Background: an optimization exercise with open tools, aiming at small area, a short achievable clock period and few clock cycles. Do not read the settings as production practice. Only simulation tests tie the RTL to the original design; equivalence was not proved. Power is estimated from default activity; no workload was simulated.

==> run a <==
## deadlock_detection_safety_check
module deadlock_detection_safety_check #(
   parameter int NPROC = dds_pkg::NPROC_DEF,
   parameter int NRES  = dds_pkg::NRES_DEF
) (
   input  logic                         clock,
   input  logic                         reset,
   input  logic                         req_valid,
   output logic                         req_ready,
   input  logic [dds_pkg::ACTION_W-1:0] req_action,
   input  logic [dds_pkg::PIDX_W-1:0]   req_process_index,
   input  logic [dds_pkg::RIDX_W-1:0]   req_resource_index,
   input  logic [dds_pkg::UNITS_W-1:0]  req_held_units,
   input  logic [dds_pkg::UNITS_W-1:0]  req_max_units,
   input  logic [dds_pkg::UNITS_W-1:0]  req_free_units,
   output logic                         rsp_valid,
   input  logic                         rsp_ready,
   output logic                         rsp_deadlocked,
   output logic [dds_pkg::MASK_W-1:0]   rsp_blocked_mask,
   output logic [dds_pkg::COUNT_W-1:0]  rsp_finished_count
);
clock: 5.0 ns
lec_check: 0
abc_area: 1
cap_margin: 20
core_margin: 2
core_utilization: 40
setup_slack_margin: 2.7
slew_margin: 20
run.sh (not shown) runs the stock make flow with config.mk's settings and CLKGATE_MAP_FILE= SYNTH_SCRIPT=/design/flow/synth_recipe.tcl, a recipe that flattens the netlist after the stock synthesis.
==> run b: changes against run a <==
--- a/flow/design.v
+++ b/flow/design.v
@@ -123,52 +123,67 @@
    logic                         in_v_ff;
    logic [dds_pkg::ACTION_W-1:0] in_act_ff;
    logic [dds_pkg::PIDX_W-1:0]   in_p_ff;
    logic [dds_pkg::RIDX_W-1:0]   in_r_ff;
    logic [UW-1:0]                in_a_ff;    
    logic [UW-1:0]                in_b_ff;    
+   logic                         pv_ff;
+   logic [dds_pkg::PIDX_W-1:0]   pp_ff;
+   logic [dds_pkg::RIDX_W-1:0]   pr_ff;
+   logic [UW-1:0]                pa_ff;
+   logic [UW-1:0]                pb_ff;
    logic [UW-1:0] held_ff [NPROC][NRES];
    logic [UW-1:0] need_ff [NPROC][NRES];
    logic [UW-1:0] free_ff [NRES];
    logic [UW-1:0]    work_ff [NRES];
    logic             ovf_ff  [NRES];
    logic [NPROC-1:0] fit_ff;
    logic [UW-1:0]    hsel_ff [NRES];
-   logic             ready_ff;
+   logic             ready_ff;      
+   logic             busy_ff;       
    logic             running_ff;
    logic             ending_ff;     
    logic             pk1_ff;        
    logic             pk2_ff;        
    logic [NPROC-1:0] fin_ff;
-   logic [NRES-1:0]  free_we_ff;
+   logic [NRES-1:0]  free_we_ff;    
+   logic             wpark_ff;      
+   logic             wn_ff;         
+   logic             n2park_ff;     
+   logic             start_ff;      
+   logic [NPROC-1:0] wrow_ff;       
+   logic [NRES-1:0]  wcol_ff;       
+   logic [NPROC-1:0] stale_ff;      
    logic [3:0]       cnt_ff;
-   logic                        rsp_valid_ff;
+   logic                        rsp_valid_ff;    
+   logic                        rsp_free_ff;     
    logic                        rsp_dead_ff;
    logic [dds_pkg::MASK_W-1:0]  rsp_mask_ff;
    logic [dds_pkg::COUNT_W-1:0] rsp_count_ff;
    logic             req_fire;
-   logic             apply, ld_entry, ld_free, start;
+   logic             ld_free, start;
+   logic             pv_n, wpark_n, wn_n, n2park_n, start_n;
+   logic [2:0]       pp_n;
+   logic [1:0]       pr_n;
    logic             done, report_fire, report_ok_next;
-   logic             running_next, ending_next;
+   logic             running_next, ending_next, ready_next;
    logic [NPROC-1:0] fin_next;
    logic             nb_v;
    logic [1:0]       nb_act;
    logic [2:0]       nb_p;
    logic [1:0]       nb_r;
    logic [UW-1:0]    load_need;
    logic [NPROC-1:0] fits, cand, pick;
-   logic             picking;
+   logic             picking, last_one;
    logic [UW-1:0]    hsel [NRES];
    logic [UW:0]      sum  [NRES];
    assign req_ready   = ready_ff;
-   assign req_fire    = req_valid && ready_ff;
-   assign report_fire = !rsp_valid_ff || rsp_ready;
-   assign apply = in_v_ff && ready_ff;
-   assign ld_entry  = apply && (in_act_ff == 2'd0);
-   assign ld_free   = in_v_ff && (in_act_ff == 2'd1);
-   assign start     = apply && (in_act_ff == 2'd2);
+   assign req_fire    = req_valid && !busy_ff;
+   assign report_fire = rsp_free_ff || rsp_ready;
+   assign ld_free   = (free_we_ff != '0);
+   assign start     = start_ff;
    assign load_need = (req_max_units > req_held_units) ? (req_max_units - req_held_units) : '0;
    function automatic logic gt_tree(input logic [UW-1:0] a, input logic [UW-1:0] b);
       logic [UW-1:0] g, ge;
       g  = a & ~b;
       ge = a | ~b;
       for (int w = 1; w < UW; w = w * 2) begin
@@ -201,23 +216,41 @@
          fits[p] = 1'b1;
          for (int r = 0; r < NRES; r++) begin
             if (!ovf_ff[r] && gt_tree(need_ff[p][r], work_ff[r])) fits[p] = 1'b0;
          end
       end
    end
-   assign cand = running_ff ? (fit_ff & ~fin_ff) : '0;
+   always_comb begin
+      if (running_ff) begin
+         cand = fit_ff & ~fin_ff;
+      end else if (start) begin
+         cand = fit_ff & ~stale_ff;
+      end else begin
+         cand = '0;
+      end
+   end
    always_comb begin
       logic lower;
       lower = 1'b0;
       for (int p = 0; p < NPROC; p++) begin
          pick[p] = cand[p] && !lower;
          lower   = lower || cand[p];
       end
    end
    assign picking = (cand != '0);
    always_comb begin
+      logic one, more;
+      one  = 1'b0;
+      more = 1'b0;
+      for (int p = 0; p < NPROC; p++) begin
+         more = more || (one && !fin_ff[p]);
+         one  = one || !fin_ff[p];
+      end
+      last_one = one && !more;
+   end
+   always_comb begin
       for (int r = 0; r < NRES; r++) begin
          hsel[r] = '0;
          for (int p = 0; p < NPROC; p++) begin
             hsel[r] = hsel[r] | (held_ff[p][r] & {UW{pick[p]}});
          end
       end
@@ -225,13 +258,13 @@
    always_comb begin
       for (int r = 0; r < NRES; r++) begin
          sum[r] = add_tree(work_ff[r], hsel_ff[r]);
       end
    end
    assign done = running_ff && !picking && ((!pk1_ff && !pk2_ff) || (fin_ff == '1));
-   assign report_ok_next = !(rsp_valid_ff && !rsp_ready);
+   assign report_ok_next = rsp_free_ff || rsp_ready;
    always_comb begin
       running_next = running_ff;
       ending_next  = 1'b0;
       fin_next     = fin_ff;
       if (done) begin
          if (report_fire) begin
@@ -240,53 +273,76 @@
          end else begin
             ending_next = report_ok_next;
          end
       end else if (running_ff || start) begin
          running_next = 1'b1;
          fin_next     = fin_ff | pick;
-         ending_next  = (fin_next == '1) && report_ok_next;
+         ending_next  = last_one && picking && report_ok_next;
       end
    end
+   assign pv_n = n2park_ff || (pv_ff && !wpark_ff);
+   assign pp_n = n2park_ff ? in_p_ff : pp_ff;
+   assign pr_n = n2park_ff ? in_r_ff : pr_ff;
    always_comb begin
-      if (in_v_ff && !apply) begin
+      wpark_n  = pv_n && (!running_next || ending_next || fin_ff[pp_n]);
+      wn_n     = nb_v && (nb_act == 2'd0) && !wpark_n &&
+                 (!running_next || ending_next || fin_ff[nb_p]);
+      n2park_n = nb_v && (nb_act == 2'd0) && !wn_n && (!pv_n || wpark_n);
+      start_n  = nb_v && (nb_act == 2'd2) && !running_next && !pv_n;
+      unique case (nb_act)
+         2'd0:    ready_next = !nb_v || wn_n || n2park_n;
+         2'd2:    ready_next = !nb_v || start_n;
+         default: ready_next = 1'b1;
+      endcase
+   end
+   always_comb begin
+      if (in_v_ff && busy_ff) begin
          nb_v   = 1'b1;
          nb_act = in_act_ff;
          nb_p   = in_p_ff;
          nb_r   = in_r_ff;
       end else begin
          nb_v   = req_fire;
          nb_act = req_action;
          nb_p   = req_process_index;
          nb_r   = req_resource_index;
       end
    end
    always_ff @(posedge clock) begin
-      if (ready_ff) begin
+      if (!busy_ff) begin
          in_act_ff <= req_action;
          in_p_ff   <= req_process_index;
          in_r_ff   <= req_resource_index;
          in_a_ff   <= (req_action == 2'd1) ? req_free_units : req_held_units;
          in_b_ff   <= load_need;
       end
    end
    always_ff @(posedge clock) begin
       for (int p = 0; p < NPROC; p++) begin
          for (int r = 0; r < NRES; r++) begin
-            if (ld_entry && (in_p_ff == p) && (in_r_ff == r)) begin
-               held_ff[p][r] <= in_a_ff;
-               need_ff[p][r] <= in_b_ff;
+            if (wrow_ff[p] && wcol_ff[r]) begin
+               held_ff[p][r] <= wpark_ff ? pa_ff : in_a_ff;
+               need_ff[p][r] <= wpark_ff ? pb_ff : in_b_ff;
             end
          end
       end
       for (int r = 0; r < NRES; r++) begin
          if (free_we_ff[r]) begin
             free_ff[r] <= in_a_ff;
          end
       end
    end
    always_ff @(posedge clock) begin
+      if (n2park_ff) begin
+         pp_ff <= in_p_ff;
+         pr_ff <= in_r_ff;
+         pa_ff <= in_a_ff;
+         pb_ff <= in_b_ff;
+      end
+   end
+   always_ff @(posedge clock) begin
       fit_ff <= fits;
       for (int r = 0; r < NRES; r++) begin
          hsel_ff[r] <= hsel[r];
          if (running_ff && !done) begin
             work_ff[r] <= sum[r][UW-1:0];
             ovf_ff[r]  <= ovf_ff[r] | sum[r][UW];
@@ -299,43 +355,65 @@
          end
       end
    end
    always_ff @(posedge clock) begin
       if (reset) begin
          in_v_ff      <= 1'b0;
+         pv_ff        <= 1'b0;
+         wpark_ff     <= 1'b0;
+         wn_ff        <= 1'b0;
+         n2park_ff    <= 1'b0;
+         start_ff     <= 1'b0;
+         wrow_ff      <= '0;
+         wcol_ff      <= '0;
+         stale_ff     <= '1;
          free_we_ff   <= '0;
          ready_ff     <= 1'b1;
+         busy_ff      <= 1'b0;
          running_ff   <= 1'b0;
          ending_ff    <= 1'b0;
          pk1_ff       <= 1'b0;
          pk2_ff       <= 1'b0;
          fin_ff       <= '0;
          rsp_valid_ff <= 1'b0;
+         rsp_free_ff  <= 1'b1;
       end else begin
          in_v_ff    <= nb_v;
+         pv_ff      <= pv_n;
+         wpark_ff   <= wpark_n;
+         wn_ff      <= wn_n;
+         n2park_ff  <= n2park_n;
+         start_ff   <= start_n;
+         for (int p = 0; p < NPROC; p++) begin
+            wrow_ff[p]  <= (wpark_n && (pp_n == p)) || (wn_n && (nb_p == p));
+            stale_ff[p] <= running_ff || ld_free || wrow_ff[p];
+         end
+         for (int r = 0; r < NRES; r++) begin
+            wcol_ff[r] <= (wpark_n && (pr_n == r)) || (wn_n && (nb_r == r));
+         end
          for (int r = 0; r < NRES; r++) begin
             free_we_ff[r] <= nb_v && (nb_act == 2'd1) && (nb_r == r);
          end
          running_ff <= running_next;
          ending_ff  <= ending_next;
          fin_ff     <= fin_next;
          pk1_ff     <= picking;
          pk2_ff     <= pk1_ff;
-         unique case (nb_act)
-            2'd0:    ready_ff <= !nb_v || !running_next || ending_next || fin_next[nb_p];
-            2'd2:    ready_ff <= !nb_v || !running_next;
-            default: ready_ff <= 1'b1;
-         endcase
+         ready_ff    <= ready_next;
+         busy_ff     <= !ready_next;
          if (report_fire) begin
             rsp_valid_ff <= done;
+            rsp_free_ff  <= !done;
          end
       end
    end
    always_ff @(posedge clock) begin
-      if (!running_ff) begin
+      if (!running_ff && !start) begin
          cnt_ff <= '0;
+      end else if (start) begin
+         cnt_ff <= 4'(picking);
       end else if (picking) begin
          cnt_ff <= cnt_ff + 4'd1;
       end
    end
    always_ff @(posedge clock) begin
       if (done && report_fire) begin
- CTS_CLUSTER_DIAMETER: default -> 60
- CTS_CLUSTER_SIZE: default -> 30
- SETUP_SLACK_MARGIN: 2.7 -> 2.5
==> run c: changes against run a <==
--- a/flow/design.v
+++ b/flow/design.v
@@ -126,48 +126,46 @@
    logic [dds_pkg::RIDX_W-1:0]   in_r_ff;
    logic [UW-1:0]                in_a_ff;    
    logic [UW-1:0]                in_b_ff;    
    logic [UW-1:0] held_ff [NPROC][NRES];
    logic [UW-1:0] need_ff [NPROC][NRES];
    logic [UW-1:0] free_ff [NRES];
-   logic [UW-1:0]    work_ff [NRES];
-   logic             ovf_ff  [NRES];
-   logic [NPROC-1:0] fit_ff;
-   logic [UW-1:0]    hsel_ff [NRES];
+   logic [UW-1:0] work_ff [NRES];
+   logic          ovf_ff  [NRES];
    logic             ready_ff;
    logic             running_ff;
    logic             ending_ff;     
-   logic             pk1_ff;        
-   logic             pk2_ff;        
+   logic             relprev_ff;
+   logic [NPROC-1:0] sel_ff;
    logic [NPROC-1:0] fin_ff;
-   logic [NRES-1:0]  free_we_ff;
    logic [3:0]       cnt_ff;
    logic                        rsp_valid_ff;
    logic                        rsp_dead_ff;
    logic [dds_pkg::MASK_W-1:0]  rsp_mask_ff;
    logic [dds_pkg::COUNT_W-1:0] rsp_count_ff;
    logic             req_fire;
    logic             apply, ld_entry, ld_free, start;
    logic             done, report_fire, report_ok_next;
    logic             running_next, ending_next;
-   logic [NPROC-1:0] fin_next;
+   logic [NPROC-1:0] fin_next, fin_all;
    logic             nb_v;
    logic [1:0]       nb_act;
    logic [2:0]       nb_p;
-   logic [1:0]       nb_r;
    logic [UW-1:0]    load_need;
    logic [NPROC-1:0] fits, cand, pick;
-   logic             picking;
    logic [UW-1:0]    hsel [NRES];
    logic [UW:0]      sum  [NRES];
+   logic [3:0]       popc;
    assign req_ready   = ready_ff;
    assign req_fire    = req_valid && ready_ff;
+   assign fin_all     = fin_ff | sel_ff;
+   assign done        = running_ff && (((sel_ff == '0) && !relprev_ff) || (fin_all == '1));
    assign report_fire = !rsp_valid_ff || rsp_ready;
    assign apply = in_v_ff && ready_ff;
    assign ld_entry  = apply && (in_act_ff == 2'd0);
-   assign ld_free   = in_v_ff && (in_act_ff == 2'd1);
+   assign ld_free   = apply && (in_act_ff == 2'd1);
    assign start     = apply && (in_act_ff == 2'd2);
    assign load_need = (req_max_units > req_held_units) ? (req_max_units - req_held_units) : '0;
    function automatic logic gt_tree(input logic [UW-1:0] a, input logic [UW-1:0] b);
       logic [UW-1:0] g, ge;
       g  = a & ~b;
       ge = a | ~b;
@@ -201,65 +199,59 @@
          fits[p] = 1'b1;
          for (int r = 0; r < NRES; r++) begin
             if (!ovf_ff[r] && gt_tree(need_ff[p][r], work_ff[r])) fits[p] = 1'b0;
          end
       end
    end
-   assign cand = running_ff ? (fit_ff & ~fin_ff) : '0;
+   assign cand = fits & ~fin_ff & ~sel_ff;
    always_comb begin
       logic lower;
       lower = 1'b0;
       for (int p = 0; p < NPROC; p++) begin
          pick[p] = cand[p] && !lower;
          lower   = lower || cand[p];
       end
    end
-   assign picking = (cand != '0);
    always_comb begin
       for (int r = 0; r < NRES; r++) begin
          hsel[r] = '0;
          for (int p = 0; p < NPROC; p++) begin
-            hsel[r] = hsel[r] | (held_ff[p][r] & {UW{pick[p]}});
+            hsel[r] = hsel[r] | (held_ff[p][r] & {UW{sel_ff[p]}});
          end
+         sum[r] = add_tree(work_ff[r], hsel[r]);
       end
    end
-   always_comb begin
-      for (int r = 0; r < NRES; r++) begin
-         sum[r] = add_tree(work_ff[r], hsel_ff[r]);
-      end
-   end
-   assign done = running_ff && !picking && ((!pk1_ff && !pk2_ff) || (fin_ff == '1));
+   assign popc = cnt_ff + 4'(sel_ff != '0);
    assign report_ok_next = !(rsp_valid_ff && !rsp_ready);
    always_comb begin
       running_next = running_ff;
       ending_next  = 1'b0;
       fin_next     = fin_ff;
       if (done) begin
          if (report_fire) begin
             running_next = 1'b0;
             fin_next     = '0;
          end else begin
             ending_next = report_ok_next;
+            fin_next    = fin_all;
          end
       end else if (running_ff || start) begin
          running_next = 1'b1;
-         fin_next     = fin_ff | pick;
-         ending_next  = (fin_next == '1) && report_ok_next;
+         fin_next     = fin_ff | sel_ff;
+         ending_next  = (((sel_ff == '0) && (cand == '0)) || (fin_all == '1)) && report_ok_next;
       end
    end
    always_comb begin
       if (in_v_ff && !apply) begin
          nb_v   = 1'b1;
          nb_act = in_act_ff;
          nb_p   = in_p_ff;
-         nb_r   = in_r_ff;
       end else begin
          nb_v   = req_fire;
          nb_act = req_action;
          nb_p   = req_process_index;
-         nb_r   = req_resource_index;
       end
    end
    always_ff @(posedge clock) begin
       if (ready_ff) begin
          in_act_ff <= req_action;
          in_p_ff   <= req_process_index;
@@ -275,54 +267,48 @@
                held_ff[p][r] <= in_a_ff;
                need_ff[p][r] <= in_b_ff;
             end
          end
       end
       for (int r = 0; r < NRES; r++) begin
-         if (free_we_ff[r]) begin
+         if (ld_free && (in_r_ff == r)) begin
             free_ff[r] <= in_a_ff;
          end
       end
    end
    always_ff @(posedge clock) begin
-      fit_ff <= fits;
       for (int r = 0; r < NRES; r++) begin
-         hsel_ff[r] <= hsel[r];
          if (running_ff && !done) begin
             work_ff[r] <= sum[r][UW-1:0];
             ovf_ff[r]  <= ovf_ff[r] | sum[r][UW];
-         end else if (free_we_ff[r]) begin
+         end else if (ld_free && (in_r_ff == r)) begin
             work_ff[r] <= in_a_ff;
             ovf_ff[r]  <= 1'b0;
          end else begin
             work_ff[r] <= free_ff[r];
             ovf_ff[r]  <= 1'b0;
          end
       end
    end
    always_ff @(posedge clock) begin
       if (reset) begin
          in_v_ff      <= 1'b0;
-         free_we_ff   <= '0;
          ready_ff     <= 1'b1;
          running_ff   <= 1'b0;
          ending_ff    <= 1'b0;
-         pk1_ff       <= 1'b0;
-         pk2_ff       <= 1'b0;
+         relprev_ff   <= 1'b0;
+         sel_ff       <= '0;
          fin_ff       <= '0;
          rsp_valid_ff <= 1'b0;
       end else begin
          in_v_ff    <= nb_v;
-         for (int r = 0; r < NRES; r++) begin
-            free_we_ff[r] <= nb_v && (nb_act == 2'd1) && (nb_r == r);
-         end
          running_ff <= running_next;
          ending_ff  <= ending_next;
          fin_ff     <= fin_next;
-         pk1_ff     <= picking;
-         pk2_ff     <= pk1_ff;
+         relprev_ff <= (sel_ff != '0);
+         sel_ff     <= (!done && (running_ff || start)) ? pick : '0;
          unique case (nb_act)
             2'd0:    ready_ff <= !nb_v || !running_next || ending_next || fin_next[nb_p];
             2'd2:    ready_ff <= !nb_v || !running_next;
             default: ready_ff <= 1'b1;
          endcase
          if (report_fire) begin
@@ -330,21 +316,21 @@
          end
       end
    end
    always_ff @(posedge clock) begin
       if (!running_ff) begin
          cnt_ff <= '0;
-      end else if (picking) begin
+      end else if (sel_ff != '0) begin
          cnt_ff <= cnt_ff + 4'd1;
       end
    end
    always_ff @(posedge clock) begin
       if (done && report_fire) begin
-         rsp_dead_ff  <= (fin_ff != '1);
-         rsp_mask_ff  <= ~fin_ff;
-         rsp_count_ff <= cnt_ff;
+         rsp_dead_ff  <= (fin_all != '1);
+         rsp_mask_ff  <= ~fin_all;
+         rsp_count_ff <= popc;
       end
    end
    assign rsp_valid          = rsp_valid_ff;
    assign rsp_deadlocked     = rsp_dead_ff;
    assign rsp_blocked_mask   = rsp_mask_ff;
    assign rsp_finished_count = rsp_count_ff;
- ABC_AREA: 1 -> default
- CORE_UTILIZATION: 40 -> 60
- SETUP_SLACK_MARGIN: 2.7 -> 2.2
==> comparison table <==
item	run c	run a	run b
Outcome	finished clean	finished clean	finished clean
Leading cell type in the layout, fill and taps excluded	sky130_fd_sc_hd__edfxtp_1	sky130_fd_sc_hd__nand2_1	sky130_fd_sc_hd__nand2_1
Worst stage delay on the critical path	390 ps	360 ps	450 ps
Post-route cell area	66500 sq um	68700 sq um	67400 sq um
Number of nets produced by synthesis	4220	5650	5932
Multiplexer share of the synthesized area	1.60%	0.0195%	0.0189%
Clk network pwr share	37.0%	38.4%	35.9%
Count of unique library cells instantiated by Yosys	79	55	49
Fraction of area in registers	53.5%	53.7%	57.1%
Data required time of the critical path	5630 ps	4000 ps	5490 ps
Clock network power consumption	9.52 mW	10.2 mW	9.48 mW
Worst hold path startpoint	free_ff[1][5]$_DFF_P_	pk1_ff$_SDFF_PP0_	pk1_ff$_SDFF_PP0_
Post-synthesis share of cell area spent on full adders, half adders and majority gates	8.11%	3.23%	3.14%
Largest driver fanout on the critical path	7	4	5
Met2 track demand over resource in global routing	57.8%	35.9%	35.8%
Count of inserted tapcells	1165	1903	1930
CP Launch Point	sel_ff[0]$_SDFF_PP0_	ready_ff$_SDFF_PP1_	req_held_units[3]
Syn_area_per_cell	13.4 sq um	10.6 sq um	10.4 sq um
Testbench counts of run a, summed over its fixed seeds: cycles 11,342.
Testbench counts of run b, summed over its fixed seeds: cycles 10,747.
Testbench counts of run c, summed over its fixed seeds: cycles 10,301.

==> separate check: timing with driven ports <==
How much do the figures lean on ideal ports? The routed layouts below were timed once more, with nothing changed but the port constraints. Step 1 assumes that a clkbuf_16 drives the clock port and a buf_2 every other input. Step 2 also shifts input and output timing later by t, the mid clock arrival at the registers, as if the neighbouring blocks saw the same clock. a / b / c = ideal / step 1 / step 2; a / b = the first two.
| run | t, ns | slack for setup (ns) | cell pins on the clock port's net |
|---|---|---|---|
| run a | 0.827 | 2.630 / 2.560 / 1.892 | 1 |
| run b | 0.801 | 2.561 / 2.491 / 1.808 | 1 |
| run c | 0.819 | 1.589 / 1.589 / 1.079 | 1 |
After both steps every run listed still meets setup and hold. The setup slack of run b, which loses most, moves by -0.070 ns with the drivers and by -0.753 ns with both steps.
